What follows belongs to an exercise in optimizing a design on an open flow for small area, a short achievable clock period and few clock cycles per item; a production flow would make more cautious choices.
Function was checked by simulation only, so behaviour that the tests miss may differ from the original.

## hsv2rgb_top
module hsv2rgb_top (
	input  logic        clk,
	input  logic        arst_n,
	input  logic        start,
	output logic        busy,
	input  logic [12:0] hue,
	input  logic [6:0]  saturation,
	input  logic [6:0]  brightness,
	output logic        done,
	output logic [7:0]  red,
	output logic [7:0]  green,
	output logic [7:0]  blue,
	output logic        in_range
);
For scale: roughly 1,900 cells after synthesis, ~320 flip-flops, roughly 57 I/O pins, ~19,000 um2 of cells after synthesis.
Settings: LEC_CHECK=0, CAP_MARGIN=20, CORE_MARGIN=2, CORE_UTILIZATION=40, CTS_CLUSTER_DIAMETER=100, CTS_CLUSTER_SIZE=25, SETUP_SLACK_MARGIN=4.5, SLEW_MARGIN=20, TNS_END_PERCENT=5; clock period 7.5 ns.
run.sh (not shown) runs the stock make flow with config.mk's settings and CLKGATE_MAP_FILE= SYNTH_SCRIPT=/design/flow/synth_recipe.tcl, a recipe that flattens the netlist after the stock synthesis.
Testbench counts at the start, summed over its fixed seeds: cycles 16,048, items 16,000.
Change:
--- a/flow/config.mk
+++ b/flow/config.mk
@@ -12,0 +13 @@
+export PLACE_DENSITY = 0.75
@@ -15 +15,0 @@
-export TNS_END_PERCENT = 5
- The changed run ran to the end with no violations
- clock skew came out higher by 0.0053 ns
- via count came out higher slightly
- core utilization hardly moves
- non-clock buffer count came out higher by 5
- register-to-register slack improved by 0.13 ns
- cell area barely changes
- global-route usage came out lower by 0.13 points
- area after synthesis is unchanged
- clock-buffer cell count came out lower by 3
Change:
--- a/flow/config.mk
+++ b/flow/config.mk
@@ -13 +12,0 @@
-export PLACE_DENSITY = 0.75
Result:
- The new run completed with no timing, DRC or antenna violations
- setup slack loses 0.029 ns
- non-clock buffer count is higher by 5
- clock-buffer cell count grows by 1
Change:
--- a/flow/config.mk
+++ b/flow/config.mk
@@ -11,3 +11 @@
-export CTS_CLUSTER_DIAMETER = 100
-export CTS_CLUSTER_SIZE = 25
-export SETUP_SLACK_MARGIN = 4.5
+export SETUP_SLACK_MARGIN = 4.7
Effect: Setup slack improves by 0.0043 ns. Maximum frequency stays flat. Wire length climbs by a few percent. Critical path depth is unchanged. Non-clock buffer count climbs by 42. Via count climbs by a few percent. Clock skew barely changes. First-iteration DRC count drops by roughly a tenth. Count of clock-buffer cells in the layout climbs by 33.


Setup of build 83:
Starting RTL as in the previous note.
Settings: LEC_CHECK=0, CAP_MARGIN=20, CORE_MARGIN=2, CORE_UTILIZATION=40, SETUP_SLACK_MARGIN=4.5, SLEW_MARGIN=20; clock period 7.5 ns.
Testbench counts of build 83, summed over its fixed seeds: cycles 16,048, items 16,000.
Input-level comparison between build 70 and build 83:
- putting CTS_CLUSTER_SIZE at 25 where nothing was set
- putting CTS_CLUSTER_DIAMETER at 100 where nothing was set
- swapping 4.5 for 4.6 in SETUP_SLACK_MARGIN
## What came out
- Build 70 against build 83: final area decreased by 1.9% relative to the old numbers, die outline area comparable.
- Build 83 reports its master of the slowest instance on the critical path as dfxtp_2 while build 70 reports a222oi_1.
- In the tables for build 70 and build 83, area of all sequential standard cells reads higher with build 70.
- Build 70 vs. build 83: final period demand of the worst path rose by 0.016 ns, timing-limited maximum frequency now sits lower, adder and majority cell fraction of the synthesized area now sits at about the same level, via total after detailed routing -about 0.75%.
Relative to build 70, the following input files were edited for build 53:
- removing CTS_CLUSTER_DIAMETER (formerly 100)
- changing SETUP_SLACK_MARGIN from 4.6 to 4.3
- removing CTS_CLUSTER_SIZE (formerly 25)
[summary]
Utilization (build 53 over build 70): increase, 0.41 points
Wire length: build 53 lower than build 70
Higher post-route clock period utilization goes to build 53 over build 70.


Setup of run E:
Starting RTL as in the previous note.
export LEC_CHECK = 0
export CAP_MARGIN = 20
export CORE_MARGIN = 2
export CORE_UTILIZATION = 40
export CTS_CLUSTER_DIAMETER = 120
export CTS_CLUSTER_SIZE = 30
export SETUP_SLACK_MARGIN = 4.5
export SLEW_MARGIN = 20
create_clock -name core_clock -period 7.5 [get_ports {clk}]
Run E: PASS, flow complete, no timing, DRC or antenna violations
Testbench counts of run E, summed over its fixed seeds: cycles 16,048, items 16,000.
diff inputs: run E => run H
Settings: CTS_CLUSTER_SIZE changed from 30 to 25; CTS_CLUSTER_DIAMETER changed from 120 to 100; PLACE_DENSITY newly set to 0.85.
### Flow results
Run H: no failed stages, no open violations at the end
[run H vs run E] sequential cell area share: lower in run H
The setup slack of run H was inferior to that of run E.
Against run E as the reference, run H delivers a lower maximum fanout count along the critical path.

-- separate check: timing with driven ports --
Ports are ideal in the flow. The routed layouts listed here were re-timed in OpenROAD. Step 1: set_driving_cell puts a clkbuf_16 on clk and a buf_2 on each other input, an assumption about the parent block. Step 2 also shifts input and output timing later by t, the mid clock arrival at the registers, as if the neighbouring blocks saw the same clock. Slacks: ideal ports / drivers / drivers and shift; pairs: ideal ports / drivers.
| run | t (ns) | slack for setup (ns) | worst setup path at the end |
|---|---|---|---|
| the first run of note 1 | 0.568 | 4.400 / 4.363 / 3.867 | input to register |
| the second run of note 1 | 0.550 | 4.528 / 4.480 / 4.087 | input to register |
| the third run of note 1 | 0.581 | 4.499 / 4.438 / 4.067 | input to register |
| the fourth run of note 1 | 0.597 | 4.504 / 4.445 / 4.150 | input to register |
| build 83 | 0.601 | 4.499 / 4.441 / 4.063 | input to register |
| build 70 | 0.576 | 4.483 / 4.429 / 4.130 | input to register |
| build 53 | 0.596 | 4.374 / 4.319 / 3.812 | input to register |
| run E | 0.562 | 4.518 / 4.464 / 4.077 | input to register |
| run H | 0.569 | 4.468 / 4.436 / 4.043 | input to register |
After both steps setup and hold are still met in every run listed. The setup slack of build 53, which loses most, moves by -0.055 ns with the drivers and by -0.562 ns with both steps.
